What follows belongs to an exercise in optimizing a design on an open flow for small area and few clock cycles per item; a production flow would make more cautious choices.
Only simulation tests tie the RTL to the original design; equivalence was not proved.

==> flow/design.v (outline; a module is shown in full before it is edited, if it fits) <==
// module touch_joystick_mapper: 6313 lines
module touch_joystick_mapper (
  input  logic        clk,
  input  logic        rst_n,
  input  logic        in_valid,
  output logic        in_ready,
  input  logic        in_cmd,
  input  logic [11:0] in_touch_x,
  input  logic [11:0] in_touch_y,
  input  logic        cfg_valid,
  output logic        cfg_ready,
  input  logic [1:0]  cfg_addr,
  input  logic [14:0] cfg_data,
  output logic        out_valid,
  input  logic        out_ready,
  output logic [13:0] out_knob_x,
  output logic [13:0] out_knob_y,
  output logic [15:0] out_linear_cmd,
  output logic [15:0] out_angular_cmd,
  output logic        out_active
);
  // ...
==> flow/run.sh <==
#!/bin/bash
# synth_recipe.tcl (not shown) runs the flow's synth.tcl, then flattens the netlist and writes it again
# the make line also repeats each setting of config.mk as NAME=value (left out here)
make -C /OpenROAD-flow-scripts/flow DESIGN_CONFIG=/design/flow/config.mk WORK_HOME=/design/flow/orfs CLKGATE_MAP_FILE= SYNTH_SCRIPT=/design/flow/synth_recipe.tcl finish
==> flow/config.mk <==
export PLATFORM = sky130hd
export DESIGN_NAME = touch_joystick_mapper
export DESIGN_NICKNAME = touch_joystick_mapper
export VERILOG_FILES = /design/flow/design.v
export SDC_FILE = /design/flow/constraint.sdc
export NUM_CORES = 4
export LEC_CHECK = 0
export ABC_AREA = 1
export CAP_MARGIN = 20
export CORE_MARGIN = 2
export CORE_UTILIZATION = 50
export CTS_BUF_LIST = sky130_fd_sc_hd__clkbuf_8
export CTS_CLUSTER_SIZE = 30
export SLEW_MARGIN = 20
==> flow/constraint.sdc <==
create_clock -name core_clock -period 11.0 [get_ports {clk}]
set_input_delay 2.2000 -clock core_clock [delete_from_list [all_inputs] [get_ports {clk}]]
set_output_delay 2.2000 -clock core_clock [all_outputs]
set_load 0.01 [all_outputs]
==> results.json, run 1 <==
{
  "cp.buffers_inverters": 12,
  "n_antenna_cell": 7,
  "totalNegativeSetupSlack_ps": 0,
  "numCtsBuffers": 185,
  "status": "timing/DRC/antenna clean",
  "cts.hold.buffers_added": 0,
  "die_height_um": 456.7,
  "synth-compound-area-share": 0.1062,
  "clock-sinks": 1039,
  "crit_family": "compound AO/OA/AOI/OAI gates",
  "final_cell_mix": "nand2_1 (2,030), inv_1 (1,871), ha_1 (1,211), edfxtp_1 (943), fa_1 (941)",
  "layout-drive-gt1-share": 0.1264,
  "clock_cell_area_share": 0.03128,
  "cts_root_buffer": "clkbuf_8",
  "hold_class": "reg -> reg",
  "drcViolationCount": 0,
  "seq_cell_count": 1039,
  "ios": 111,
  "dieArea_um2": 208500,
  "bufAreaShareNonClock": 0.06083,
  "fin_skew_ps": 56.25,
  "multi_input_comb_area_um2": 64660,
  "synth_edf_count": 943,
  "grtUsageMet2": 0.4599,
  "setup-violations-final": 0,
  "cts_resized": 10,
  "hold_depth": 0,
  "synth.area.mux_share": 0.004909,
  "nClkBuffers": 193,
  "endpoint": "rem_22__r9[22]",
  "ys_seq_elements": 1039,
  "worst_pin_slew_ps": 1140
}
Testbench counts, summed over its fixed seeds: cycles 16,120, items 16,000.
==> inputs of run 2 (changes only) <==
--- a/flow/design.v
+++ b/flow/design.v
@@ -4205,28 +4205,8 @@
   wire [4:0] qyrt_5 = {qyrt_4, qy4_co};
   wire [5:0] qyrm_5 = qy4_co ? qy4_s[5:0] : qyt_4[5:0];
   wire [11:0] qyrd_5 = qyrd_4[11:0];
-  logic v10;
-  always_ff @(posedge clk) if (!rst_n) v10 <= 1'b0; else if (en) v10 <= v9;
-  logic [5:0] qxrm_5__r10;
-  always_ff @(posedge clk) if (en) qxrm_5__r10 <= qxrm_5;
-  logic [4:0] qxrt_5__r10;
-  always_ff @(posedge clk) if (en) qxrt_5__r10 <= qxrt_5;
-  logic [11:0] qxrd_5__r10;
-  always_ff @(posedge clk) if (en) qxrd_5__r10 <= qxrd_5;
-  logic [5:0] qyrm_5__r10;
-  always_ff @(posedge clk) if (en) qyrm_5__r10 <= qyrm_5;
-  logic [4:0] qyrt_5__r10;
-  always_ff @(posedge clk) if (en) qyrt_5__r10 <= qyrt_5;
-  logic [11:0] qyrd_5__r10;
-  always_ff @(posedge clk) if (en) qyrd_5__r10 <= qyrd_5;
-  logic [0:0] sx__r10;
-  always_ff @(posedge clk) if (en) sx__r10 <= sx__r9;
-  logic [0:0] sy__r10;
-  always_ff @(posedge clk) if (en) sy__r10 <= sy__r9;
-  logic [0:0] rel__r10;
-  always_ff @(posedge clk) if (en) rel__r10 <= rel__r9;
-  wire [7:0] qxt_5 = {qxrm_5__r10, qxrd_5__r10[11:10]};
-  wire [7:0] qxtr_5 = {1'b0, qxrt_5__r10, 2'b01};
+  wire [7:0] qxt_5 = {qxrm_5, qxrd_5[11:10]};
+  wire [7:0] qxtr_5 = {1'b0, qxrt_5, 2'b01};
   wire [7:0] qx5_nd = ~qxtr_5;
   wire [7:0] qx5_p = qxt_5 ^ qx5_nd;
   wire [7:0] qx5_g0 = qxt_5 & qx5_nd;
@@ -4255,11 +4235,11 @@
   wire qx5_P11 = qx5_p[6] & qx5_P8;
   wire [7:0] qx5_s = {qx5_p[7] ^ qx5_G11, qx5_p[6] ^ qx5_G8, qx5_p[5] ^ qx5_G10, qx5_p[4] ^ qx5_G5, qx5_p[3] ^ qx5_G9, qx5_p[2] ^ qx5_G1, qx5_p[1] ^ qx5_c0g, qx5_p[0] ^ 1'b1};
   wire qx5_co = qx5_G7;
-  wire [5:0] qxrt_6 = {qxrt_5__r10, qx5_co};
+  wire [5:0] qxrt_6 = {qxrt_5, qx5_co};
   wire [6:0] qxrm_6 = qx5_co ? qx5_s[6:0] : qxt_5[6:0];
-  wire [9:0] qxrd_6 = qxrd_5__r10[9:0];
-  wire [7:0] qyt_5 = {qyrm_5__r10, qyrd_5__r10[11:10]};
-  wire [7:0] qytr_5 = {1'b0, qyrt_5__r10, 2'b01};
+  wire [9:0] qxrd_6 = qxrd_5[9:0];
+  wire [7:0] qyt_5 = {qyrm_5, qyrd_5[11:10]};
+  wire [7:0] qytr_5 = {1'b0, qyrt_5, 2'b01};
   wire [7:0] qy5_nd = ~qytr_5;
   wire [7:0] qy5_p = qyt_5 ^ qy5_nd;
   wire [7:0] qy5_g0 = qyt_5 & qy5_nd;
@@ -4288,9 +4268,9 @@
   wire qy5_P11 = qy5_p[6] & qy5_P8;
   wire [7:0] qy5_s = {qy5_p[7] ^ qy5_G11, qy5_p[6] ^ qy5_G8, qy5_p[5] ^ qy5_G10, qy5_p[4] ^ qy5_G5, qy5_p[3] ^ qy5_G9, qy5_p[2] ^ qy5_G1, qy5_p[1] ^ qy5_c0g, qy5_p[0] ^ 1'b1};
   wire qy5_co = qy5_G7;
-  wire [5:0] qyrt_6 = {qyrt_5__r10, qy5_co};
+  wire [5:0] qyrt_6 = {qyrt_5, qy5_co};
   wire [6:0] qyrm_6 = qy5_co ? qy5_s[6:0] : qyt_5[6:0];
-  wire [9:0] qyrd_6 = qyrd_5__r10[9:0];
+  wire [9:0] qyrd_6 = qyrd_5[9:0];
   wire [8:0] qxt_6 = {qxrm_6, qxrd_6[9:8]};
   wire [8:0] qxtr_6 = {1'b0, qxrt_6, 2'b01};
   wire [8:0] qx6_nd = ~qxtr_6;
@@ -4361,8 +4341,28 @@
   wire [6:0] qyrt_7 = {qyrt_6, qy6_co};
   wire [7:0] qyrm_7 = qy6_co ? qy6_s[7:0] : qyt_6[7:0];
   wire [7:0] qyrd_7 = qyrd_6[7:0];
-  wire [9:0] qxt_7 = {qxrm_7, qxrd_7[7:6]};
-  wire [9:0] qxtr_7 = {1'b0, qxrt_7, 2'b01};
+  logic v10;
+  always_ff @(posedge clk) if (!rst_n) v10 <= 1'b0; else if (en) v10 <= v9;
+  logic [7:0] qxrm_7__r10;
+  always_ff @(posedge clk) if (en) qxrm_7__r10 <= qxrm_7;
+  logic [6:0] qxrt_7__r10;
+  always_ff @(posedge clk) if (en) qxrt_7__r10 <= qxrt_7;
+  logic [7:0] qxrd_7__r10;
+  always_ff @(posedge clk) if (en) qxrd_7__r10 <= qxrd_7;
+  logic [7:0] qyrm_7__r10;
+  always_ff @(posedge clk) if (en) qyrm_7__r10 <= qyrm_7;
+  logic [6:0] qyrt_7__r10;
+  always_ff @(posedge clk) if (en) qyrt_7__r10 <= qyrt_7;
+  logic [7:0] qyrd_7__r10;
+  always_ff @(posedge clk) if (en) qyrd_7__r10 <= qyrd_7;
+  logic [0:0] sx__r10;
+  always_ff @(posedge clk) if (en) sx__r10 <= sx__r9;
+  logic [0:0] sy__r10;
+  always_ff @(posedge clk) if (en) sy__r10 <= sy__r9;
+  logic [0:0] rel__r10;
+  always_ff @(posedge clk) if (en) rel__r10 <= rel__r9;
+  wire [9:0] qxt_7 = {qxrm_7__r10, qxrd_7__r10[7:6]};
+  wire [9:0] qxtr_7 = {1'b0, qxrt_7__r10, 2'b01};
   wire [9:0] qx7_nd = ~qxtr_7;
   wire [9:0] qx7_p = qxt_7 ^ qx7_nd;
   wire [9:0] qx7_g0 = qxt_7 & qx7_nd;
@@ -4397,11 +4397,11 @@
   wire qx7_P14 = qx7_p[8] & qx7_P8;
   wire [9:0] qx7_s = {qx7_p[9] ^ qx7_G14, qx7_p[8] ^ qx7_G8, qx7_p[7] ^ qx7_G13, qx7_p[6] ^ qx7_G9, qx7_p[5] ^ qx7_G12, qx7_p[4] ^ qx7_G6, qx7_p[3] ^ qx7_G11, qx7_p[2] ^ qx7_G1, qx7_p[1] ^ qx7_c0g, qx7_p[0] ^ 1'b1};
   wire qx7_co = qx7_G10;
-  wire [7:0] qxrt_8 = {qxrt_7, qx7_co};
+  wire [7:0] qxrt_8 = {qxrt_7__r10, qx7_co};
   wire [8:0] qxrm_8 = qx7_co ? qx7_s[8:0] : qxt_7[8:0];
-  wire [5:0] qxrd_8 = qxrd_7[5:0];
-  wire [9:0] qyt_7 = {qyrm_7, qyrd_7[7:6]};
-  wire [9:0] qytr_7 = {1'b0, qyrt_7, 2'b01};
+  wire [5:0] qxrd_8 = qxrd_7__r10[5:0];
+  wire [9:0] qyt_7 = {qyrm_7__r10, qyrd_7__r10[7:6]};
+  wire [9:0] qytr_7 = {1'b0, qyrt_7__r10, 2'b01};
   wire [9:0] qy7_nd = ~qytr_7;
   wire [9:0] qy7_p = qyt_7 ^ qy7_nd;
   wire [9:0] qy7_g0 = qyt_7 & qy7_nd;
@@ -4436,9 +4436,9 @@
   wire qy7_P14 = qy7_p[8] & qy7_P8;
   wire [9:0] qy7_s = {qy7_p[9] ^ qy7_G14, qy7_p[8] ^ qy7_G8, qy7_p[7] ^ qy7_G13, qy7_p[6] ^ qy7_G9, qy7_p[5] ^ qy7_G12, qy7_p[4] ^ qy7_G6, qy7_p[3] ^ qy7_G11, qy7_p[2] ^ qy7_G1, qy7_p[1] ^ qy7_c0g, qy7_p[0] ^ 1'b1};
   wire qy7_co = qy7_G10;
-  wire [7:0] qyrt_8 = {qyrt_7, qy7_co};
+  wire [7:0] qyrt_8 = {qyrt_7__r10, qy7_co};
   wire [8:0] qyrm_8 = qy7_co ? qy7_s[8:0] : qyt_7[8:0];
-  wire [5:0] qyrd_8 = qyrd_7[5:0];
+  wire [5:0] qyrd_8 = qyrd_7__r10[5:0];
   wire [10:0] qxt_8 = {qxrm_8, qxrd_8[5:4]};
   wire [10:0] qxtr_8 = {1'b0, qxrt_8, 2'b01};
   wire [10:0] qx8_nd = ~qxtr_8;
@@ -4717,27 +4717,7 @@
   wire [0:0] cyeq_0 = &(qyrt_11 ^ nr_eff);
   wire [10:0] cyrm_1 = cyeq_0 ? 11'd0 : qyrt_11;
   wire [0:0] cyq_1 = cyeq_0;
-  logic v11;
-  always_ff @(posedge clk) if (!rst_n) v11 <= 1'b0; else if (en) v11 <= v10;
-  logic [0:0] sx__r11;
-  always_ff @(posedge clk) if (en) sx__r11 <= sx__r10;
-  logic [0:0] sy__r11;
-  always_ff @(posedge clk) if (en) sy__r11 <= sy__r10;
-  logic [0:0] rel__r11;
-  always_ff @(posedge clk) if (en) rel__r11 <= rel__r10;
-  logic [10:0] ox__r11;
-  always_ff @(posedge clk) if (en) ox__r11 <= ox;
-  logic [10:0] cxrm_1__r11;
-  always_ff @(posedge clk) if (en) cxrm_1__r11 <= cxrm_1;
-  logic [0:0] cxq_1__r11;
-  always_ff @(posedge clk) if (en) cxq_1__r11 <= cxq_1;
-  logic [10:0] oy__r11;
-  always_ff @(posedge clk) if (en) oy__r11 <= oy;
-  logic [10:0] cyrm_1__r11;
-  always_ff @(posedge clk) if (en) cyrm_1__r11 <= cyrm_1;
-  logic [0:0] cyq_1__r11;
-  always_ff @(posedge clk) if (en) cyq_1__r11 <= cyq_1;
-  wire [11:0] cxt_1 = {cxrm_1__r11, 1'b0};
+  wire [11:0] cxt_1 = {cxrm_1, 1'b0};
   wire [11:0] cx1_p = cxt_1 ^ nr_e12;
   wire [11:0] cx1_g0 = cxt_1 & nr_e12;
   wire cx1_c0g = cx1_g0[0] | (cx1_p[0] & 1'b1);
@@ -4779,9 +4759,9 @@
   wire cx1_P18 = cx1_p[10] & cx1_P13;
   wire [11:0] cx1_s = {cx1_p[11] ^ cx1_G18, cx1_p[10] ^ cx1_G13, cx1_p[9] ^ cx1_G17, cx1_p[8] ^ cx1_G10, cx1_p[7] ^ cx1_G16, cx1_p[6] ^ cx1_G12, cx1_p[5] ^ cx1_G15, cx1_p[4] ^ cx1_G7, cx1_p[3] ^ cx1_G14, cx1_p[2] ^ cx1_G1, cx1_p[1] ^ cx1_c0g, cx1_p[0] ^ 1'b1};
   wire cx1_co = cx1_G11;
-  wire [1:0] cxq_2 = {cxq_1__r11, cx1_co};
+  wire [1:0] cxq_2 = {cxq_1, cx1_co};
   wire [10:0] cxrm_2 = cx1_co ? cx1_s[10:0] : cxt_1[10:0];
-  wire [11:0] cyt_1 = {cyrm_1__r11, 1'b0};
+  wire [11:0] cyt_1 = {cyrm_1, 1'b0};
   wire [11:0] cy1_p = cyt_1 ^ nr_e12;
   wire [11:0] cy1_g0 = cyt_1 & nr_e12;
   wire cy1_c0g = cy1_g0[0] | (cy1_p[0] & 1'b1);
@@ -4823,7 +4803,7 @@
   wire cy1_P18 = cy1_p[10] & cy1_P13;
   wire [11:0] cy1_s = {cy1_p[11] ^ cy1_G18, cy1_p[10] ^ cy1_G13, cy1_p[9] ^ cy1_G17, cy1_p[8] ^ cy1_G10, cy1_p[7] ^ cy1_G16, cy1_p[6] ^ cy1_G12, cy1_p[5] ^ cy1_G15, cy1_p[4] ^ cy1_G7, cy1_p[3] ^ cy1_G14, cy1_p[2] ^ cy1_G1, cy1_p[1] ^ cy1_c0g, cy1_p[0] ^ 1'b1};
   wire cy1_co = cy1_G11;
-  wire [1:0] cyq_2 = {cyq_1__r11, cy1_co};
+  wire [1:0] cyq_2 = {cyq_1, cy1_co};
   wire [10:0] cyrm_2 = cy1_co ? cy1_s[10:0] : cyt_1[10:0];
   wire [11:0] cxt_2 = {cxrm_2, 1'b0};
   wire [11:0] cx2_p = cxt_2 ^ nr_e12;
@@ -4913,7 +4893,27 @@
   wire cy2_co = cy2_G11;
   wire [2:0] cyq_3 = {cyq_2, cy2_co};
   wire [10:0] cyrm_3 = cy2_co ? cy2_s[10:0] : cyt_2[10:0];
-  wire [11:0] cxt_3 = {cxrm_3, 1'b0};
+  logic v11;
+  always_ff @(posedge clk) if (!rst_n) v11 <= 1'b0; else if (en) v11 <= v10;
+  logic [0:0] sx__r11;
+  always_ff @(posedge clk) if (en) sx__r11 <= sx__r10;
+  logic [0:0] sy__r11;
+  always_ff @(posedge clk) if (en) sy__r11 <= sy__r10;
+  logic [0:0] rel__r11;
+  always_ff @(posedge clk) if (en) rel__r11 <= rel__r10;
+  logic [10:0] ox__r11;
+  always_ff @(posedge clk) if (en) ox__r11 <= ox;
+  logic [10:0] oy__r11;
+  always_ff @(posedge clk) if (en) oy__r11 <= oy;
+  logic [2:0] cxq_3__r11;
+  always_ff @(posedge clk) if (en) cxq_3__r11 <= cxq_3;
+  logic [10:0] cxrm_3__r11;
+  always_ff @(posedge clk) if (en) cxrm_3__r11 <= cxrm_3;
+  logic [2:0] cyq_3__r11;
+  always_ff @(posedge clk) if (en) cyq_3__r11 <= cyq_3;
+  logic [10:0] cyrm_3__r11;
+  always_ff @(posedge clk) if (en) cyrm_3__r11 <= cyrm_3;
+  wire [11:0] cxt_3 = {cxrm_3__r11, 1'b0};
   wire [11:0] cx3_p = cxt_3 ^ nr_e12;
   wire [11:0] cx3_g0 = cxt_3 & nr_e12;
   wire cx3_c0g = cx3_g0[0] | (cx3_p[0] & 1'b1);
@@ -4955,9 +4955,9 @@
   wire cx3_P18 = cx3_p[10] & cx3_P13;
   wire [11:0] cx3_s = {cx3_p[11] ^ cx3_G18, cx3_p[10] ^ cx3_G13, cx3_p[9] ^ cx3_G17, cx3_p[8] ^ cx3_G10, cx3_p[7] ^ cx3_G16, cx3_p[6] ^ cx3_G12, cx3_p[5] ^ cx3_G15, cx3_p[4] ^ cx3_G7, cx3_p[3] ^ cx3_G14, cx3_p[2] ^ cx3_G1, cx3_p[1] ^ cx3_c0g, cx3_p[0] ^ 1'b1};
   wire cx3_co = cx3_G11;
-  wire [3:0] cxq_4 = {cxq_3, cx3_co};
+  wire [3:0] cxq_4 = {cxq_3__r11, cx3_co};
   wire [10:0] cxrm_4 = cx3_co ? cx3_s[10:0] : cxt_3[10:0];
-  wire [11:0] cyt_3 = {cyrm_3, 1'b0};
+  wire [11:0] cyt_3 = {cyrm_3__r11, 1'b0};
   wire [11:0] cy3_p = cyt_3 ^ nr_e12;
   wire [11:0] cy3_g0 = cyt_3 & nr_e12;
   wire cy3_c0g = cy3_g0[0] | (cy3_p[0] & 1'b1);
@@ -4999,7 +4999,7 @@
   wire cy3_P18 = cy3_p[10] & cy3_P13;
   wire [11:0] cy3_s = {cy3_p[11] ^ cy3_G18, cy3_p[10] ^ cy3_G13, cy3_p[9] ^ cy3_G17, cy3_p[8] ^ cy3_G10, cy3_p[7] ^ cy3_G16, cy3_p[6] ^ cy3_G12, cy3_p[5] ^ cy3_G15, cy3_p[4] ^ cy3_G7, cy3_p[3] ^ cy3_G14, cy3_p[2] ^ cy3_G1, cy3_p[1] ^ cy3_c0g, cy3_p[0] ^ 1'b1};
   wire cy3_co = cy3_G11;
-  wire [3:0] cyq_4 = {cyq_3, cy3_co};
+  wire [3:0] cyq_4 = {cyq_3__r11, cy3_co};
   wire [10:0] cyrm_4 = cy3_co ? cy3_s[10:0] : cyt_3[10:0];
   wire [11:0] cxt_4 = {cxrm_4, 1'b0};
   wire [11:0] cx4_p = cxt_4 ^ nr_e12;
@@ -5089,27 +5089,7 @@
   wire cy4_co = cy4_G11;
   wire [4:0] cyq_5 = {cyq_4, cy4_co};
   wire [10:0] cyrm_5 = cy4_co ? cy4_s[10:0] : cyt_4[10:0];
-  logic v12;
-  always_ff @(posedge clk) if (!rst_n) v12 <= 1'b0; else if (en) v12 <= v11;
-  logic [0:0] sx__r12;
-  always_ff @(posedge clk) if (en) sx__r12 <= sx__r11;
-  logic [0:0] sy__r12;
-  always_ff @(posedge clk) if (en) sy__r12 <= sy__r11;
-  logic [0:0] rel__r12;
-  always_ff @(posedge clk) if (en) rel__r12 <= rel__r11;
-  logic [10:0] ox__r12;
-  always_ff @(posedge clk) if (en) ox__r12 <= ox__r11;
-  logic [10:0] oy__r12;
-  always_ff @(posedge clk) if (en) oy__r12 <= oy__r11;
-  logic [4:0] cxq_5__r12;
-  always_ff @(posedge clk) if (en) cxq_5__r12 <= cxq_5;
-  logic [10:0] cxrm_5__r12;
-  always_ff @(posedge clk) if (en) cxrm_5__r12 <= cxrm_5;
-  logic [4:0] cyq_5__r12;
-  always_ff @(posedge clk) if (en) cyq_5__r12 <= cyq_5;
-  logic [10:0] cyrm_5__r12;
-  always_ff @(posedge clk) if (en) cyrm_5__r12 <= cyrm_5;
-  wire [11:0] cxt_5 = {cxrm_5__r12, 1'b0};
+  wire [11:0] cxt_5 = {cxrm_5, 1'b0};
   wire [11:0] cx5_p = cxt_5 ^ nr_e12;
   wire [11:0] cx5_g0 = cxt_5 & nr_e12;
   wire cx5_c0g = cx5_g0[0] | (cx5_p[0] & 1'b1);
@@ -5151,9 +5131,9 @@
   wire cx5_P18 = cx5_p[10] & cx5_P13;
   wire [11:0] cx5_s = {cx5_p[11] ^ cx5_G18, cx5_p[10] ^ cx5_G13, cx5_p[9] ^ cx5_G17, cx5_p[8] ^ cx5_G10, cx5_p[7] ^ cx5_G16, cx5_p[6] ^ cx5_G12, cx5_p[5] ^ cx5_G15, cx5_p[4] ^ cx5_G7, cx5_p[3] ^ cx5_G14, cx5_p[2] ^ cx5_G1, cx5_p[1] ^ cx5_c0g, cx5_p[0] ^ 1'b1};
   wire cx5_co = cx5_G11;
-  wire [5:0] cxq_6 = {cxq_5__r12, cx5_co};
+  wire [5:0] cxq_6 = {cxq_5, cx5_co};
   wire [10:0] cxrm_6 = cx5_co ? cx5_s[10:0] : cxt_5[10:0];
-  wire [11:0] cyt_5 = {cyrm_5__r12, 1'b0};
+  wire [11:0] cyt_5 = {cyrm_5, 1'b0};
   wire [11:0] cy5_p = cyt_5 ^ nr_e12;
   wire [11:0] cy5_g0 = cyt_5 & nr_e12;
   wire cy5_c0g = cy5_g0[0] | (cy5_p[0] & 1'b1);
@@ -5195,7 +5175,7 @@
   wire cy5_P18 = cy5_p[10] & cy5_P13;
   wire [11:0] cy5_s = {cy5_p[11] ^ cy5_G18, cy5_p[10] ^ cy5_G13, cy5_p[9] ^ cy5_G17, cy5_p[8] ^ cy5_G10, cy5_p[7] ^ cy5_G16, cy5_p[6] ^ cy5_G12, cy5_p[5] ^ cy5_G15, cy5_p[4] ^ cy5_G7, cy5_p[3] ^ cy5_G14, cy5_p[2] ^ cy5_G1, cy5_p[1] ^ cy5_c0g, cy5_p[0] ^ 1'b1};
   wire cy5_co = cy5_G11;
-  wire [5:0] cyq_6 = {cyq_5__r12, cy5_co};
+  wire [5:0] cyq_6 = {cyq_5, cy5_co};
   wire [10:0] cyrm_6 = cy5_co ? cy5_s[10:0] : cyt_5[10:0];
   wire [11:0] cxt_6 = {cxrm_6, 1'b0};
   wire [11:0] cx6_p = cxt_6 ^ nr_e12;
@@ -5373,7 +5353,27 @@
   wire cy7_co = cy7_G11;
   wire [7:0] cyq_8 = {cyq_7, cy7_co};
   wire [10:0] cyrm_8 = cy7_co ? cy7_s[10:0] : cyt_7[10:0];
-  wire [11:0] cxt_8 = {cxrm_8, 1'b0};
+  logic v12;
+  always_ff @(posedge clk) if (!rst_n) v12 <= 1'b0; else if (en) v12 <= v11;
+  logic [0:0] sx__r12;
+  always_ff @(posedge clk) if (en) sx__r12 <= sx__r11;
+  logic [0:0] sy__r12;
+  always_ff @(posedge clk) if (en) sy__r12 <= sy__r11;
+  logic [0:0] rel__r12;
+  always_ff @(posedge clk) if (en) rel__r12 <= rel__r11;
+  logic [10:0] ox__r12;
+  always_ff @(posedge clk) if (en) ox__r12 <= ox__r11;
+  logic [10:0] oy__r12;
+  always_ff @(posedge clk) if (en) oy__r12 <= oy__r11;
+  logic [7:0] cxq_8__r12;
+  always_ff @(posedge clk) if (en) cxq_8__r12 <= cxq_8;
+  logic [10:0] cxrm_8__r12;
+  always_ff @(posedge clk) if (en) cxrm_8__r12 <= cxrm_8;
+  logic [7:0] cyq_8__r12;
+  always_ff @(posedge clk) if (en) cyq_8__r12 <= cyq_8;
+  logic [10:0] cyrm_8__r12;
+  always_ff @(posedge clk) if (en) cyrm_8__r12 <= cyrm_8;
+  wire [11:0] cxt_8 = {cxrm_8__r12, 1'b0};
   wire [11:0] cx8_p = cxt_8 ^ nr_e12;
   wire [11:0] cx8_g0 = cxt_8 & nr_e12;
   wire cx8_c0g = cx8_g0[0] | (cx8_p[0] & 1'b1);
@@ -5415,9 +5415,9 @@
   wire cx8_P18 = cx8_p[10] & cx8_P13;
   wire [11:0] cx8_s = {cx8_p[11] ^ cx8_G18, cx8_p[10] ^ cx8_G13, cx8_p[9] ^ cx8_G17, cx8_p[8] ^ cx8_G10, cx8_p[7] ^ cx8_G16, cx8_p[6] ^ cx8_G12, cx8_p[5] ^ cx8_G15, cx8_p[4] ^ cx8_G7, cx8_p[3] ^ cx8_G14, cx8_p[2] ^ cx8_G1, cx8_p[1] ^ cx8_c0g, cx8_p[0] ^ 1'b1};
   wire cx8_co = cx8_G11;
-  wire [8:0] cxq_9 = {cxq_8, cx8_co};
+  wire [8:0] cxq_9 = {cxq_8__r12, cx8_co};
   wire [10:0] cxrm_9 = cx8_co ? cx8_s[10:0] : cxt_8[10:0];
-  wire [11:0] cyt_8 = {cyrm_8, 1'b0};
+  wire [11:0] cyt_8 = {cyrm_8__r12, 1'b0};
   wire [11:0] cy8_p = cyt_8 ^ nr_e12;
   wire [11:0] cy8_g0 = cyt_8 & nr_e12;
   wire cy8_c0g = cy8_g0[0] | (cy8_p[0] & 1'b1);
@@ -5459,29 +5459,9 @@
   wire cy8_P18 = cy8_p[10] & cy8_P13;
   wire [11:0] cy8_s = {cy8_p[11] ^ cy8_G18, cy8_p[10] ^ cy8_G13, cy8_p[9] ^ cy8_G17, cy8_p[8] ^ cy8_G10, cy8_p[7] ^ cy8_G16, cy8_p[6] ^ cy8_G12, cy8_p[5] ^ cy8_G15, cy8_p[4] ^ cy8_G7, cy8_p[3] ^ cy8_G14, cy8_p[2] ^ cy8_G1, cy8_p[1] ^ cy8_c0g, cy8_p[0] ^ 1'b1};
   wire cy8_co = cy8_G11;
-  wire [8:0] cyq_9 = {cyq_8, cy8_co};
+  wire [8:0] cyq_9 = {cyq_8__r12, cy8_co};
   wire [10:0] cyrm_9 = cy8_co ? cy8_s[10:0] : cyt_8[10:0];
-  logic v13;
-  always_ff @(posedge clk) if (!rst_n) v13 <= 1'b0; else if (en) v13 <= v12;
-  logic [0:0] sx__r13;
-  always_ff @(posedge clk) if (en) sx__r13 <= sx__r12;
-  logic [0:0] sy__r13;
-  always_ff @(posedge clk) if (en) sy__r13 <= sy__r12;
-  logic [0:0] rel__r13;
-  always_ff @(posedge clk) if (en) rel__r13 <= rel__r12;
-  logic [10:0] ox__r13;
-  always_ff @(posedge clk) if (en) ox__r13 <= ox__r12;
-  logic [10:0] oy__r13;
-  always_ff @(posedge clk) if (en) oy__r13 <= oy__r12;
-  logic [8:0] cxq_9__r13;
-  always_ff @(posedge clk) if (en) cxq_9__r13 <= cxq_9;
-  logic [10:0] cxrm_9__r13;
-  always_ff @(posedge clk) if (en) cxrm_9__r13 <= cxrm_9;
-  logic [8:0] cyq_9__r13;
-  always_ff @(posedge clk) if (en) cyq_9__r13 <= cyq_9;
-  logic [10:0] cyrm_9__r13;
-  always_ff @(posedge clk) if (en) cyrm_9__r13 <= cyrm_9;
-  wire [11:0] cxt_9 = {cxrm_9__r13, 1'b0};
+  wire [11:0] cxt_9 = {cxrm_9, 1'b0};
   wire [11:0] cx9_p = cxt_9 ^ nr_e12;
   wire [11:0] cx9_g0 = cxt_9 & nr_e12;
   wire cx9_c0g = cx9_g0[0] | (cx9_p[0] & 1'b1);
@@ -5523,9 +5503,9 @@
   wire cx9_P18 = cx9_p[10] & cx9_P13;
   wire [11:0] cx9_s = {cx9_p[11] ^ cx9_G18, cx9_p[10] ^ cx9_G13, cx9_p[9] ^ cx9_G17, cx9_p[8] ^ cx9_G10, cx9_p[7] ^ cx9_G16, cx9_p[6] ^ cx9_G12, cx9_p[5] ^ cx9_G15, cx9_p[4] ^ cx9_G7, cx9_p[3] ^ cx9_G14, cx9_p[2] ^ cx9_G1, cx9_p[1] ^ cx9_c0g, cx9_p[0] ^ 1'b1};
   wire cx9_co = cx9_G11;
-  wire [9:0] cxq_10 = {cxq_9__r13, cx9_co};
+  wire [9:0] cxq_10 = {cxq_9, cx9_co};
   wire [10:0] cxrm_10 = cx9_co ? cx9_s[10:0] : cxt_9[10:0];
-  wire [11:0] cyt_9 = {cyrm_9__r13, 1'b0};
+  wire [11:0] cyt_9 = {cyrm_9, 1'b0};
   wire [11:0] cy9_p = cyt_9 ^ nr_e12;
   wire [11:0] cy9_g0 = cyt_9 & nr_e12;
   wire cy9_c0g = cy9_g0[0] | (cy9_p[0] & 1'b1);
@@ -5567,7 +5547,7 @@
   wire cy9_P18 = cy9_p[10] & cy9_P13;
   wire [11:0] cy9_s = {cy9_p[11] ^ cy9_G18, cy9_p[10] ^ cy9_G13, cy9_p[9] ^ cy9_G17, cy9_p[8] ^ cy9_G10, cy9_p[7] ^ cy9_G16, cy9_p[6] ^ cy9_G12, cy9_p[5] ^ cy9_G15, cy9_p[4] ^ cy9_G7, cy9_p[3] ^ cy9_G14, cy9_p[2] ^ cy9_G1, cy9_p[1] ^ cy9_c0g, cy9_p[0] ^ 1'b1};
   wire cy9_co = cy9_G11;
-  wire [9:0] cyq_10 = {cyq_9__r13, cy9_co};
+  wire [9:0] cyq_10 = {cyq_9, cy9_co};
   wire [10:0] cyrm_10 = cy9_co ? cy9_s[10:0] : cyt_9[10:0];
   wire [11:0] cxt_10 = {cxrm_10, 1'b0};
   wire [11:0] cx10_p = cxt_10 ^ nr_e12;
@@ -5833,27 +5813,27 @@
   wire cy12_co = cy12_G11;
   wire [12:0] cyq_13 = {cyq_12, cy12_co};
   wire [10:0] cyrm_13 = cy12_co ? cy12_s[10:0] : cyt_12[10:0];
-  logic v14;
-  always_ff @(posedge clk) if (!rst_n) v14 <= 1'b0; else if (en) v14 <= v13;
-  logic [0:0] sx__r14;
-  always_ff @(posedge clk) if (en) sx__r14 <= sx__r13;
-  logic [0:0] sy__r14;
-  always_ff @(posedge clk) if (en) sy__r14 <= sy__r13;
-  logic [0:0] rel__r14;
-  always_ff @(posedge clk) if (en) rel__r14 <= rel__r13;
-  logic [10:0] ox__r14;
-  always_ff @(posedge clk) if (en) ox__r14 <= ox__r13;
-  logic [10:0] oy__r14;
-  always_ff @(posedge clk) if (en) oy__r14 <= oy__r13;
-  logic [12:0] cxq_13__r14;
-  always_ff @(posedge clk) if (en) cxq_13__r14 <= cxq_13;
-  logic [10:0] cxrm_13__r14;
-  always_ff @(posedge clk) if (en) cxrm_13__r14 <= cxrm_13;
-  logic [12:0] cyq_13__r14;
-  always_ff @(posedge clk) if (en) cyq_13__r14 <= cyq_13;
-  logic [10:0] cyrm_13__r14;
-  always_ff @(posedge clk) if (en) cyrm_13__r14 <= cyrm_13;
-  wire [11:0] cxt_13 = {cxrm_13__r14, 1'b0};
+  logic v13;
+  always_ff @(posedge clk) if (!rst_n) v13 <= 1'b0; else if (en) v13 <= v12;
+  logic [0:0] sx__r13;
+  always_ff @(posedge clk) if (en) sx__r13 <= sx__r12;
+  logic [0:0] sy__r13;
+  always_ff @(posedge clk) if (en) sy__r13 <= sy__r12;
+  logic [0:0] rel__r13;
+  always_ff @(posedge clk) if (en) rel__r13 <= rel__r12;
+  logic [10:0] ox__r13;
+  always_ff @(posedge clk) if (en) ox__r13 <= ox__r12;
+  logic [10:0] oy__r13;
+  always_ff @(posedge clk) if (en) oy__r13 <= oy__r12;
+  logic [12:0] cxq_13__r13;
+  always_ff @(posedge clk) if (en) cxq_13__r13 <= cxq_13;
+  logic [10:0] cxrm_13__r13;
+  always_ff @(posedge clk) if (en) cxrm_13__r13 <= cxrm_13;
+  logic [12:0] cyq_13__r13;
+  always_ff @(posedge clk) if (en) cyq_13__r13 <= cyq_13;
+  logic [10:0] cyrm_13__r13;
+  always_ff @(posedge clk) if (en) cyrm_13__r13 <= cyrm_13;
+  wire [11:0] cxt_13 = {cxrm_13__r13, 1'b0};
   wire [11:0] cx13_p = cxt_13 ^ nr_e12;
   wire [11:0] cx13_g0 = cxt_13 & nr_e12;
   wire cx13_c0g = cx13_g0[0] | (cx13_p[0] & 1'b1);
@@ -5895,9 +5875,9 @@
   wire cx13_P18 = cx13_p[10] & cx13_P13;
   wire [11:0] cx13_s = {cx13_p[11] ^ cx13_G18, cx13_p[10] ^ cx13_G13, cx13_p[9] ^ cx13_G17, cx13_p[8] ^ cx13_G10, cx13_p[7] ^ cx13_G16, cx13_p[6] ^ cx13_G12, cx13_p[5] ^ cx13_G15, cx13_p[4] ^ cx13_G7, cx13_p[3] ^ cx13_G14, cx13_p[2] ^ cx13_G1, cx13_p[1] ^ cx13_c0g, cx13_p[0] ^ 1'b1};
   wire cx13_co = cx13_G11;
-  wire [13:0] cxq_14 = {cxq_13__r14, cx13_co};
+  wire [13:0] cxq_14 = {cxq_13__r13, cx13_co};
   wire [10:0] cxrm_14 = cx13_co ? cx13_s[10:0] : cxt_13[10:0];
-  wire [11:0] cyt_13 = {cyrm_13__r14, 1'b0};
+  wire [11:0] cyt_13 = {cyrm_13__r13, 1'b0};
   wire [11:0] cy13_p = cyt_13 ^ nr_e12;
   wire [11:0] cy13_g0 = cyt_13 & nr_e12;
   wire cy13_c0g = cy13_g0[0] | (cy13_p[0] & 1'b1);
@@ -5939,7 +5919,7 @@
   wire cy13_P18 = cy13_p[10] & cy13_P13;
   wire [11:0] cy13_s = {cy13_p[11] ^ cy13_G18, cy13_p[10] ^ cy13_G13, cy13_p[9] ^ cy13_G17, cy13_p[8] ^ cy13_G10, cy13_p[7] ^ cy13_G16, cy13_p[6] ^ cy13_G12, cy13_p[5] ^ cy13_G15, cy13_p[4] ^ cy13_G7, cy13_p[3] ^ cy13_G14, cy13_p[2] ^ cy13_G1, cy13_p[1] ^ cy13_c0g, cy13_p[0] ^ 1'b1};
   wire cy13_co = cy13_G11;
-  wire [13:0] cyq_14 = {cyq_13__r14, cy13_co};
+  wire [13:0] cyq_14 = {cyq_13__r13, cy13_co};
   wire [10:0] cyrm_14 = cy13_co ? cy13_s[10:0] : cyt_13[10:0];
   wire [11:0] cxt_14 = {cxrm_14, 1'b0};
   wire [11:0] cx14_p = cxt_14 ^ nr_e12;
@@ -6129,12 +6109,12 @@
   wire dzcy_co = dzcy_G22;
   wire [14:0] angm = dzcx_co ? cxq_15 : 15'd0;
   wire [14:0] linm = dzcy_co ? cyq_15 : 15'd0;
-  wire [15:0] angx = {1'b0, angm} ^ {16{sx__r14}};
-  wire [15:0] linx = {1'b0, linm} ^ {16{~sy__r14}};
+  wire [15:0] angx = {1'b0, angm} ^ {16{sx__r13}};
+  wire [15:0] linx = {1'b0, linm} ^ {16{~sy__r13}};
   wire [15:0] zero16 = 16'd0;
   wire [15:0] angn_p = angx ^ zero16;
   wire [15:0] angn_g0 = angx & zero16;
-  wire angn_c0g = angn_g0[0] | (angn_p[0] & sx__r14);
+  wire angn_c0g = angn_g0[0] | (angn_p[0] & sx__r13);
   wire angn_G1 = angn_g0[1] | (angn_p[1] & angn_c0g);
   wire angn_P1 = angn_p[1] & angn_p[0];
   wire angn_G2 = angn_g0[3] | (angn_p[3] & angn_g0[2]);
@@ -6187,11 +6167,11 @@
   wire angn_P25 = angn_p[12] & angn_P16;
   wire angn_G26 = angn_g0[14] | (angn_p[14] & angn_G19);
   wire angn_P26 = angn_p[14] & angn_P19;
-  wire [15:0] angn_s = {angn_p[15] ^ angn_G26, angn_p[14] ^ angn_G19, angn_p[13] ^ angn_G25, angn_p[12] ^ angn_G16, angn_p[11] ^ angn_G24, angn_p[10] ^ angn_G18, angn_p[9] ^ angn_G23, angn_p[8] ^ angn_G13, angn_p[7] ^ angn_G22, angn_p[6] ^ angn_G17, angn_p[5] ^ angn_G21, angn_p[4] ^ angn_G9, angn_p[3] ^ angn_G20, angn_p[2] ^ angn_G1, angn_p[1] ^ angn_c0g, angn_p[0] ^ sx__r14};
+  wire [15:0] angn_s = {angn_p[15] ^ angn_G26, angn_p[14] ^ angn_G19, angn_p[13] ^ angn_G25, angn_p[12] ^ angn_G16, angn_p[11] ^ angn_G24, angn_p[10] ^ angn_G18, angn_p[9] ^ angn_G23, angn_p[8] ^ angn_G13, angn_p[7] ^ angn_G22, angn_p[6] ^ angn_G17, angn_p[5] ^ angn_G21, angn_p[4] ^ angn_G9, angn_p[3] ^ angn_G20, angn_p[2] ^ angn_G1, angn_p[1] ^ angn_c0g, angn_p[0] ^ sx__r13};
   wire angn_co = angn_G15;
   wire [15:0] linn_p = linx ^ zero16;
   wire [15:0] linn_g0 = linx & zero16;
-  wire linn_c0g = linn_g0[0] | (linn_p[0] & ~sy__r14);
+  wire linn_c0g = linn_g0[0] | (linn_p[0] & ~sy__r13);
   wire linn_G1 = linn_g0[1] | (linn_p[1] & linn_c0g);
   wire linn_P1 = linn_p[1] & linn_p[0];
   wire linn_G2 = linn_g0[3] | (linn_p[3] & linn_g0[2]);
@@ -6244,15 +6224,15 @@
   wire linn_P25 = linn_p[12] & linn_P16;
   wire linn_G26 = linn_g0[14] | (linn_p[14] & linn_G19);
   wire linn_P26 = linn_p[14] & linn_P19;
-  wire [15:0] linn_s = {linn_p[15] ^ linn_G26, linn_p[14] ^ linn_G19, linn_p[13] ^ linn_G25, linn_p[12] ^ linn_G16, linn_p[11] ^ linn_G24, linn_p[10] ^ linn_G18, linn_p[9] ^ linn_G23, linn_p[8] ^ linn_G13, linn_p[7] ^ linn_G22, linn_p[6] ^ linn_G17, linn_p[5] ^ linn_G21, linn_p[4] ^ linn_G9, linn_p[3] ^ linn_G20, linn_p[2] ^ linn_G1, linn_p[1] ^ linn_c0g, linn_p[0] ^ ~sy__r14};
+  wire [15:0] linn_s = {linn_p[15] ^ linn_G26, linn_p[14] ^ linn_G19, linn_p[13] ^ linn_G25, linn_p[12] ^ linn_G16, linn_p[11] ^ linn_G24, linn_p[10] ^ linn_G18, linn_p[9] ^ linn_G23, linn_p[8] ^ linn_G13, linn_p[7] ^ linn_G22, linn_p[6] ^ linn_G17, linn_p[5] ^ linn_G21, linn_p[4] ^ linn_G9, linn_p[3] ^ linn_G20, linn_p[2] ^ linn_G1, linn_p[1] ^ linn_c0g, linn_p[0] ^ ~sy__r13};
   wire linn_co = linn_G15;
   wire [15:0] angv = angn_s;
   wire [15:0] linv = linn_s;
-  wire [11:0] oxe = {1'b0, ox__r14} ^ {12{sx__r14}};
-  wire [11:0] oye = {1'b0, oy__r14} ^ {12{sy__r14}};
+  wire [11:0] oxe = {1'b0, ox__r13} ^ {12{sx__r13}};
+  wire [11:0] oye = {1'b0, oy__r13} ^ {12{sy__r13}};
   wire [11:0] kxa_p = cx_r ^ oxe;
   wire [11:0] kxa_g0 = cx_r & oxe;
-  wire kxa_c0g = kxa_g0[0] | (kxa_p[0] & sx__r14);
+  wire kxa_c0g = kxa_g0[0] | (kxa_p[0] & sx__r13);
   wire kxa_G1 = kxa_g0[1] | (kxa_p[1] & kxa_c0g);
   wire kxa_P1 = kxa_p[1] & kxa_p[0];
   wire kxa_G2 = kxa_g0[2] | (kxa_p[2] & kxa_G1);
@@ -6275,11 +6255,11 @@
   wire kxa_P10 = kxa_p[10] & kxa_P9;
   wire kxa_G11 = kxa_g0[11] | (kxa_p[11] & kxa_G10);
   wire kxa_P11 = kxa_p[11] & kxa_P10;
-  wire [11:0] kxa_s = {kxa_p[11] ^ kxa_G10, kxa_p[10] ^ kxa_G9, kxa_p[9] ^ kxa_G8, kxa_p[8] ^ kxa_G7, kxa_p[7] ^ kxa_G6, kxa_p[6] ^ kxa_G5, kxa_p[5] ^ kxa_G4, kxa_p[4] ^ kxa_G3, kxa_p[3] ^ kxa_G2, kxa_p[2] ^ kxa_G1, kxa_p[1] ^ kxa_c0g, kxa_p[0] ^ sx__r14};
+  wire [11:0] kxa_s = {kxa_p[11] ^ kxa_G10, kxa_p[10] ^ kxa_G9, kxa_p[9] ^ kxa_G8, kxa_p[8] ^ kxa_G7, kxa_p[7] ^ kxa_G6, kxa_p[6] ^ kxa_G5, kxa_p[5] ^ kxa_G4, kxa_p[4] ^ kxa_G3, kxa_p[3] ^ kxa_G2, kxa_p[2] ^ kxa_G1, kxa_p[1] ^ kxa_c0g, kxa_p[0] ^ sx__r13};
   wire kxa_co = kxa_G11;
   wire [11:0] kya_p = cy_r ^ oye;
   wire [11:0] kya_g0 = cy_r & oye;
-  wire kya_c0g = kya_g0[0] | (kya_p[0] & sy__r14);
+  wire kya_c0g = kya_g0[0] | (kya_p[0] & sy__r13);
   wire kya_G1 = kya_g0[1] | (kya_p[1] & kya_c0g);
   wire kya_P1 = kya_p[1] & kya_p[0];
   wire kya_G2 = kya_g0[2] | (kya_p[2] & kya_G1);
@@ -6302,15 +6282,15 @@
   wire kya_P10 = kya_p[10] & kya_P9;
   wire kya_G11 = kya_g0[11] | (kya_p[11] & kya_G10);
   wire kya_P11 = kya_p[11] & kya_P10;
-  wire [11:0] kya_s = {kya_p[11] ^ kya_G10, kya_p[10] ^ kya_G9, kya_p[9] ^ kya_G8, kya_p[8] ^ kya_G7, kya_p[7] ^ kya_G6, kya_p[6] ^ kya_G5, kya_p[5] ^ kya_G4, kya_p[4] ^ kya_G3, kya_p[3] ^ kya_G2, kya_p[2] ^ kya_G1, kya_p[1] ^ kya_c0g, kya_p[0] ^ sy__r14};
+  wire [11:0] kya_s = {kya_p[11] ^ kya_G10, kya_p[10] ^ kya_G9, kya_p[9] ^ kya_G8, kya_p[8] ^ kya_G7, kya_p[7] ^ kya_G6, kya_p[6] ^ kya_G5, kya_p[5] ^ kya_G4, kya_p[4] ^ kya_G3, kya_p[3] ^ kya_G2, kya_p[2] ^ kya_G1, kya_p[1] ^ kya_c0g, kya_p[0] ^ sy__r13};
   wire kya_co = kya_G11;
   wire [11:0] kx = kxa_s;
   wire [11:0] ky = kya_s;
-  assign out_valid = v14;
-  assign out_active = ~rel__r14;
-  assign out_knob_x = {2'b00, rel__r14 ? cx_r : kx};
-  assign out_knob_y = {2'b00, rel__r14 ? cy_r : ky};
-  assign out_angular_cmd = rel__r14 ? 16'd0 : angv;
-  assign out_linear_cmd = rel__r14 ? 16'd0 : linv;
-  assign en = !v14 || out_ready;
+  assign out_valid = v13;
+  assign out_active = ~rel__r13;
+  assign out_knob_x = {2'b00, rel__r13 ? cx_r : kx};
+  assign out_knob_y = {2'b00, rel__r13 ? cy_r : ky};
+  assign out_angular_cmd = rel__r13 ? 16'd0 : angv;
+  assign out_linear_cmd = rel__r13 ? 16'd0 : linv;
+  assign en = !v13 || out_ready;
 endmodule
==> results.json, run 2 <==
{
  "synth_edf_count": 888,
  "synthTopCellsByCount": "nand2_1 (2,251), inv_1 (1,811), ha_1 (1,220)",
  "period_share": 0.9727,
  "worstSetupPathType": "reg -> reg",
  "clk_path_buf_depth": 3,
  "ant_nets": 0,
  "final_cell_area_um2": 113800,
  "antenna_found_initial": 13,
  "final_cell_mix": "nand2_1 (2,238), inv_1 (1,827), ha_1 (1,217), fa_1 (941), edfxtp_1 (888)",
  "die_w_um": 454.1,
  "synth_area_um2": 101300,
  "synth.distinct_cells": 69,
  "seq_area_frac_synth": 0.2820,
  "arrival_ps": 11450,
  "nets": 14000,
  "drv_slew": 0,
  "drt-initial-drc-count": 5098,
  "first_pass_iters": 5,
  "grt.overflow.total": 0,
  "crit_fanout": 6,
  "clkTransAtPathRegs_ps": 60,
  "fin_crit_ps": 10700,
  "num_vias": 77630,
  "final_cells": 14600,
  "yosysMostFrequentCell": "nand2_1",
  "rows": 165,
  "synth_top_cell_area_share": 0.2633,
  "grt_use_total": 0.2708,
  "status": "timing/DRC/antenna clean",
  "layout-drive-gt1-share": 0.1144,
  "ys_seq_elements": 983,
  "setup-violations-final": 0,
  "grt_max_degree": 179,
  "syn_area_per_cell_um2": 9.020,
  "fin_ws_ps": 300.8,
  "crit_required_ps": 11760,
  "worstSkewPairLatency_ps": 1000,
  "start_util": 0.5022,
  "end_kind": "flip-flop",
  "hold_class": "reg -> reg",
  "reg2reg_slack_ps": 300,
  "cp_common_cell": "nand2_2",
  "yosys_warnings": 1,
  "synth_cells": 11230,
  "dieArea_um2": 206200,
  "max_freq_mhz": 93.47,
  "dpl_cell_area_um2": 108600,
  "synthTopCellsByArea": "edfxtp_1 (26%), fa_1 (19%), ha_1 (15%), nand2_1 (8.3%), inv_1 (6.7%)",
  "hpwl_um": 222300,
  "routed_wl_um": 278100,
  "pre_cts_slack_ps": -668.8,
  "synthToLayoutAreaGrowth_pct": 12.35,
  "slowest_delay_ps": 430,
  "vias_per_cell": 5.317,
  "grt_pass1_wl_um": 435600,
  "numCtsBuffers": 176,
  "maxCapViolCount": 0,
  "cts_root_buffer": "clkbuf_8",
  "numPlacedInstances": 14210,
  "cts_max_level": 4,
  "worstSetupStartpointType": "flip-flop",
  "slew_headroom": 0.2694,
  "fin_skew_ps": 74.64,
  "synth_ff_type": "edfxtp_1",
  "clock-sinks": 983,
  "worst_pin_slew_ps": 1095,
  "cts.hold.buffers_added": 0,
  "mostFrequentLayoutCell": "nand2_1",
  "core_area_um2": 201700,
  "synth_top_area_cell": "edfxtp_1",
  "grt_pass1_vias": 78490,
  "die_height_um": 454.1,
  "ios": 111,
  "hold_viol": 0,
  "wl_per_cell_um": 19.05,
  "rsz0062_at_grt": "true",
  "crit_slowest_cell": "fa_1",
  "gp_congestion": 0.9014,
  "synth-async-reset-ratio": 0,
  "portBuffers": 105,
  "drcViolationCount": 0,
  "tritoncts": "done"
}
run 2: worst max-delay path: cells and delay by family (launching register included):
kind	cells	cell delay, ps
flops	1	410
simple gates	19	2370
compound gates	17	2470
xor+xnor	2	350
buf+inv	8	660
mux	5	1180
fa+ha+maj	10	3030
run 2: final cells by class:
class | count | area (µm²)
fillers | 17930 | 87900
multi-input cells | 8069 | 65300
flip-flops and latches | 983 | 28590
inverters | 1843 | 6997
repair buffers | 712 | 5926
well taps | 2672 | 3343
clock buffers | 185 | 2546
clock inverters | 134 | 1079
repair inverters | 2 | 10.01
diodes | 2 | 5.005
run 2: final timing paths:
kind	start	endpoint	depth (start not counted)
hold / removal	lo_4__r3[13]	lo_7__r4[16]	0
hold reg to reg	lo_4__r3[13]	lo_7__r4[16]	0
setup reg to reg	rem_22__r9[2]	qyrm_7__r10[5]	61
setup / recovery	rem_22__r9[2]	qyrm_7__r10[5]	61
run 2: repair_timing:
action | CTS | global route
pin swaps | 18 | 69
resized for setup | 30 | 280
buffers inserted | 11 | 58
endpoints found under the setup margin | 58 | 263
cloned | 0 | 5
run 2: logic make-up after synthesis:
kind of cell	after synthesis	share of synthesized area
AND/OR/NAND/NOR	3409	0.1390
buffers and inverters	2181	0.08260
adder cells (fa/ha/maj)	2167	0.3379
AO/OA/AOI/OAI	1878	0.1046
flip-flops	983	0.2820
XOR/XNOR	571	0.04959
multiplexers	39	0.004200
other	2	0.00007414
run 2: through the flow:
stage	setup TNS, ps	util	hold WS (ps)
detailed placement	-13270	0.5382	404.5
floorplan	0	-	400.3
global placement	-3884	0.5382	400.8
finish	0	0.5642	382.4
global route	-4960	0.5642	411.8
CTS	0	0.5570	387.6
run 2: layer usage:
metal  vias up  track usage  routed length, µm  part of all wire
li1      37710            -                  -                 -
met1     37780       0.3673             122500              0.44
met2      1688       0.4554             133700              0.48
met3       455      0.02752              12530             0.045
met4         4      0.08757               9449             0.034
met5         -            0                 24          0.000086
Testbench counts of run 2, summed over its fixed seeds: cycles 16,112, items 16,000.
==> inputs of run 3 (changes only) <==
--- a/flow/config.mk
+++ b/flow/config.mk
@@ -11,4 +11,5 @@
 export CORE_UTILIZATION = 50
 export CTS_BUF_LIST = sky130_fd_sc_hd__clkbuf_8
 export CTS_CLUSTER_SIZE = 30
+export GPL_TIMING_DRIVEN = 0
 export SLEW_MARGIN = 20
==> results.json, run 3 <==
{
  "worstHoldStart": "lo_16__r7[18]",
  "ys_seq_elements": 983,
  "dieArea_um2": 206200,
  "fin_ws_ps": -15.39,
  "synthTopCellsByArea": "edfxtp_1 (26%), fa_1 (19%), ha_1 (15%), nand2_1 (8.3%), inv_1 (6.7%)",
  "yosysMostFrequentCell": "nand2_1",
  "grt_pass1_wl_um": 444000,
  "gp_congestion": 0.9264,
  "r2r-start": "nr_eff[0]",
  "arrival_ps": 11740,
  "synth_area_um2": 101300,
  "slowest_delay_ps": 410,
  "tritoncts": "done",
  "rows": 165,
  "slew_headroom": 0.1527,
  "synthToLayoutAreaGrowth_pct": 13.96,
  "cp_common_cell": "nand2_2",
  "end_kind": "flip-flop",
  "pre_cts_slack_ps": -3139,
  "nets": 14040,
  "failed_checks": "setup timing",
  "synth_ff_type": "edfxtp_1",
  "rsz0062_at_grt": "true",
  "worst_pin_slew_ps": 1258,
  "core_area_um2": 201700,
  "layout-drive-gt1-share": 0.1242,
  "reg2reg_depth": 68,
  "ant_nets": 0,
  "portBuffers": 104,
  "mostFrequentLayoutCell": "nand2_1",
  "setup-violations-final": 3,
  "maxCapViolCount": 0,
  "vias_per_cell": 5.380,
  "numCtsBuffers": 178,
  "drv_slew": 0,
  "hold_viol": 0,
  "syn_area_per_cell_um2": 9.020,
  "wl_per_cell_um": 19.72,
  "final_cell_mix": "nand2_1 (2,202), inv_1 (1,805), ha_1 (1,193), fa_1 (929), edfxtp_1 (888)",
  "hpwl_um": 228900,
  "hold_depth": 0,
  "die_height_um": 454.1,
  "antenna_found_initial": 11,
  "fin_crit_ps": 11020,
  "routed_wl_um": 288700,
  "period_share": 1.001,
  "grt.overflow.total": 0,
  "yosys_warnings": 1,
  "synth_top_area_cell": "edfxtp_1",
  "r2r_end": "qyrm_7__r10[7]",
  "worstSetupStartpointType": "flip-flop",
  "drcViolationCount": 0,
  "fin_skew_ps": 90.34,
  "die_w_um": 454.1,
  "grt_max_degree": 162,
  "first_pass_iters": 6,
  "cts_root_buffer": "clkbuf_8",
  "drt-initial-drc-count": 5237,
  "synth_cells": 11230,
  "seq_area_frac_synth": 0.2820,
  "synth_edf_count": 888,
  "crit_required_ps": 11730,
  "start_util": 0.5022,
  "endpoint": "qyrm_7__r10[7]",
  "crit_slowest_cell": "dfxtp_4",
  "reg2reg_slack_ps": -20,
  "synth.distinct_cells": 69,
  "grt_use_total": 0.2783,
  "crit_fanout": 8,
  "worstSetupPathType": "reg -> reg",
  "synthTopCellsByCount": "nand2_1 (2,251), inv_1 (1,811), ha_1 (1,220)",
  "timing.hold.ws_ps": 369.5,
  "status": "failed layout checks",
  "cts_max_level": 4,
  "worstSkewPairLatency_ps": 1030,
  "synth-async-reset-ratio": 0,
  "clock-sinks": 983,
  "ios": 111,
  "crit_start": "nr_eff[0]",
  "clk_path_buf_depth": 3,
  "synth_top_cell_area_share": 0.2633,
  "max_freq_mhz": 90.78,
  "hold_class": "reg -> reg",
  "num_vias": 78750,
  "clkTransAtPathRegs_ps": 60,
  "grt_pass1_vias": 78960
}
==> run 3: cell counts after synthesis <==
Identical to the previous run, type by type.
==> run 3: final cells by class <==
class	instances	area, µm²
timing repair buffer	421	3876
clock buffer	180	2477
timing repair inverter	1	5.005
buffer	324	2063
antenna	5	12.51
inverter	1843	7069
sequential	983	28610
multi-input combinational	8069	66760
fill	17750	86270
tap	2672	3343
clock inverter	141	1212
==> run 3: worst max-delay path: cells and delay by family, from the launching register on <==
family          cells  cell delay (ps)
fa+ha+maj           8             2490
xor+xnor            2              340
compound gates     22             3290
mux                 4              860
flops               1              410
simple gates       20             1930
buf+inv            12             1410
==> run 3: logic make-up (layout without fill, tap and decap cells) <==
family / Yosys count / count (layout) / synth area share
and+or+nand+nor: 3409 / 3409 / 0.1390
buffers and inverters: 2181 / 2910 / 0.08260
adders and majority gates: 2167 / 2167 / 0.3379
AOI/OAI and AO/OA: 1878 / 1878 / 0.1046
DFF: 983 / 983 / 0.2820
xor gates and xnor gates: 571 / 571 / 0.04959
muxes: 39 / 39 / 0.004200
other: 2 / 10 / 0.00007414
==> run 3: per-stage QoR <==
step	util	TNS, ps	area (µm²)	cells
after detailed placement	0.5266	-589150	106200	14030
final	0.5723	-34.60	115400	14640
after floorplan	-	0	101300	11230
after global placement	0.5240	-2138170	105700	14010
after CTS	0.5568	-16.33	112300	14480
after global routing	0.5722	-15190	115400	14640
==> run 3: timing repair <==
action / 4_1_cts / 5_1_grt
pin swaps: 88 / 187
resized for setup: 471 / 628
endpoints found under the setup margin: 268 / 292
hold buffers: 0 / 0
hold endpoints to repair: 0 / 0
buffers inserted: 134 / 162
gates cloned: 0 / 4
==> run 3: how the worst min path moves through the flow <==
stage                           end
floorplan           cxq_13__r13[10]
global placement            sx__r11
detailed placement    cyq_8__r12[5]
CTS                   lo_19__r8[21]
global route          lo_19__r8[21]
finish                lo_19__r8[21]
==> run 3: layer usage <==
metal | part of all wire | wire length, µm | global-route usage
met1 | 0.42 | 121900 | 0.3632
met2 | 0.49 | 142000 | 0.4773
met3 | 0.049 | 14010 | 0.03103
met4 | 0.037 | 10780 | 0.1013
met5 | 0.000080 | 23 | 0
==> inputs of run 4 (changes only) <==
--- a/flow/config.mk
+++ b/flow/config.mk
@@ -8,8 +8,8 @@
 export ABC_AREA = 1
 export CAP_MARGIN = 20
 export CORE_MARGIN = 2
-export CORE_UTILIZATION = 50
+export CORE_UTILIZATION = 62
 export CTS_BUF_LIST = sky130_fd_sc_hd__clkbuf_8
 export CTS_CLUSTER_SIZE = 30
-export GPL_TIMING_DRIVEN = 0
+export PLACE_DENSITY = 0.72
 export SLEW_MARGIN = 20
==> results.json, run 4 <==
{
  "status": "timing/DRC/antenna clean",
  "worstSkewPairLatency_ps": 950,
  "end_kind": "flip-flop",
  "hpwl_um": 220500,
  "routed_wl_um": 276300,
  "seq_area_frac_synth": 0.2820,
  "portBuffers": 105,
  "num_vias": 79420,
  "synth_top_cell_area_share": 0.2633,
  "dpl_cell_area_um2": 107600,
  "tritoncts": "done",
  "ant_nets": 0,
  "start_util": 0.6230,
  "core_area_um2": 162600,
  "slowest_delay_ps": 420,
  "numPlacedInstances": 13660,
  "yosysMostFrequentCell": "nand2_1",
  "setup-violations-final": 0,
  "max_freq_mhz": 93.78,
  "synth_cells": 11230,
  "grt_use_total": 0.3303,
  "worst_pin_slew_ps": 1067,
  "r2r_end": "qyrm_7__r10[3]",
  "antenna_found_initial": 14,
  "arrival_ps": 11350,
  "cp_common_cell": "nand2_2",
  "synthTopCellsByCount": "nand2_1 (2,251), inv_1 (1,811), ha_1 (1,220)",
  "worstSetupStartpointType": "flip-flop",
  "fin_skew_ps": 52.66,
  "slew_headroom": 0.2890,
  "dieArea_um2": 166600,
  "drt-initial-drc-count": 6280,
  "vias_per_cell": 5.647,
  "endpoint": "qyrm_7__r10[3]",
  "gp_congestion": 0.9286,
  "die_w_um": 408.2,
  "drv_slew": 0,
  "synthTopCellsByArea": "edfxtp_1 (26%), fa_1 (19%), ha_1 (15%), nand2_1 (8.3%), inv_1 (6.7%)",
  "die_height_um": 408.2,
  "reg2reg_depth": 65,
  "crit_slowest_cell": "edfxtp_1",
  "clk_path_buf_depth": 3,
  "timing.hold.ws_ps": 380.3,
  "grt_pass1_vias": 80000,
  "hold_class": "reg -> reg",
  "final_cells": 14060,
  "rows": 148,
  "crit_required_ps": 11690,
  "synth_area_um2": 101300,
  "fin_crit_ps": 10660,
  "maxCapViolCount": 0,
  "syn_area_per_cell_um2": 9.020,
  "period_share": 0.9694,
  "nets": 13950,
  "layout-drive-gt1-share": 0.1109,
  "synth_edf_count": 888,
  "grt.overflow.total": 0,
  "ys_seq_elements": 983,
  "rsz0062_at_grt": "true",
  "synth.distinct_cells": 69,
  "drcViolationCount": 0,
  "final_cell_area_um2": 112800,
  "crit_fanout": 8,
  "synthToLayoutAreaGrowth_pct": 11.40,
  "synth-async-reset-ratio": 0,
  "clock-sinks": 983,
  "numCtsBuffers": 174,
  "crit_start": "rem_22__r9[5]",
  "clkTransAtPathRegs_ps": 60,
  "yosys_warnings": 1,
  "r2r-start": "rem_22__r9[5]",
  "grt_max_degree": 179,
  "first_pass_iters": 7,
  "synth_top_area_cell": "edfxtp_1",
  "final_cell_mix": "nand2_1 (2,236), inv_1 (1,831), ha_1 (1,218), fa_1 (942), edfxtp_1 (888)",
  "grt_pass1_wl_um": 431800,
  "cts_max_level": 4,
  "reg2reg_slack_ps": 340,
  "wl_per_cell_um": 19.65,
  "cts_root_buffer": "clkbuf_8",
  "worstSetupPathType": "reg -> reg",
  "synth_ff_type": "edfxtp_1",
  "ios": 111,
  "hold_viol": 0,
  "mostFrequentLayoutCell": "nand2_1"
}
## run 4: changes by cell type in the layout (fill, tap and decap cells not counted), sizes merged
cell | before | now
bufinv | 10 | 12
clkdlybuf4s50 | 104 | 105
buf | 432 | 554
clkinvlp | 21 | 26
inv | 1871 | 1886
clkinv | 83 | 61
clkbuf | 389 | 186
## run 4: worst max-delay path, delay by kind of cell (launching register included)
family	cells	cell delay [ps]
AOI/OAI and AO/OA	19	2730
xor gates and xnor gates	1	160
buffers and inverters	9	830
muxes	5	1050
DFF	1	420
adders and majority gates	9	2590
and+or+nand+nor	22	2640
## run 4: layer usage
layer	wire (µm)	track usage	vias to the layer above	share of wire
li1	-	-	37600	-
met1	113800	0.4342	38620	0.41
met2	132500	0.5532	2544	0.48
met3	17070	0.04065	643	0.062
met4	12790	0.1407	4	0.046
met5	34	0	-	0.00012
## run 4: kinds of logic (layout without fill, tap and decap cells)
kind of cell,count (synthesis),after routing,synth area share
AOI/OAI and AO/OA,1878,1878,0.1046
xor gates and xnor gates,571,571,0.04959
adders and majority gates,2167,2167,0.3379
buffers and inverters,2181,2830,0.08260
DFF,983,983,0.2820
muxes,39,39,0.004200
other,2,10,0.00007414
and+or+nand+nor,3409,3409,0.1390
## run 4: per-stage QoR
step | TNS [ps] | util | setup slack, ps
CTS | 0 | 0.6850 | 3.636
finish | 0 | 0.6940 | 336.2
global placement | -168.5 | 0.6617 | -61.86
floorplan | 0 | - | 20.77
detailed placement | -8406 | 0.6617 | -338.4
global route | -3096 | 0.6940 | -292.4
## run 4: how the worst min path moves through the flow
| stage | startpoint | cells past startpoint | slack [ps] | endpoint |
|---|---|---|---|---|
| 6_report | lo_19__r8[18] | 0 | 380 | lo_22__r9[21] |
| 5_1_grt | lo_19__r8[18] | 0 | 400 | lo_22__r9[21] |
| 4_1_cts | lo_19__r8[18] | 0 | 390 | lo_22__r9[21] |
| 3_5_place_dp | lo_7__r4[11] | 0 | 400 | lo_10__r5[14] |
| 3_3_place_gp | sy__r12 | 0 | 400 | sy__r13 |
| 2_1_floorplan | cxq_8__r12[5] | 0 | 400 | cxq_13__r13[10] |
## run 4: cell type report
class	count	area [µm²]
multi-input combinational	8069	65320
fill	12820	49750
sequential	983	28590
inverter	1843	7010
timing repair buffer	660	5557
tap	2175	2721
clock buffer	185	2546
clock inverter	138	1064
timing repair inverter	4	22.52
antenna	5	12.51
## run 4: repair_timing
item                                    4_1_cts  5_1_grt
gates resized for setup                      19      317
gates cloned                                  0        5
endpoints found under the setup margin       45      263
hold buffers                                  0        0
setup buffers                                15       49
endpoints found under the hold margin         0        0
pin swaps                                     9       73

re-timing with driven ports:
The results above use ideal ports. As a check the final layouts listed here were re-extracted and re-timed, cells and wires unchanged.
Step 1 assumes that a clkbuf_16 drives the clock port and a buf_2 every other input.
Step 2 also shifts input and output timing later by t, the mid clock arrival at the registers, as if the neighbouring blocks saw the same clock.
Three values: no drivers, after step 1, after step 2; two values: the first two.
run | t, ns | slack for setup (ns) | worst setup path after step 2 | cell pins on the clock port's net
run 1 | 1.048 | 0.657 / 0.582 / 0.073 | input to register | 1
run 2 | 1.058 | 0.301 / 0.301 / 0.210 | input to register | 1
run 3 | 1.071 | -0.015 / -0.015 / -0.555 | input to register | 1
run 4 | 0.994 | 0.336 / 0.336 / 0.276 | input to register | 1
For run 1, which loses most, drivers alone change the setup slack by -0.075 ns; drivers and shift together by -0.584 ns.
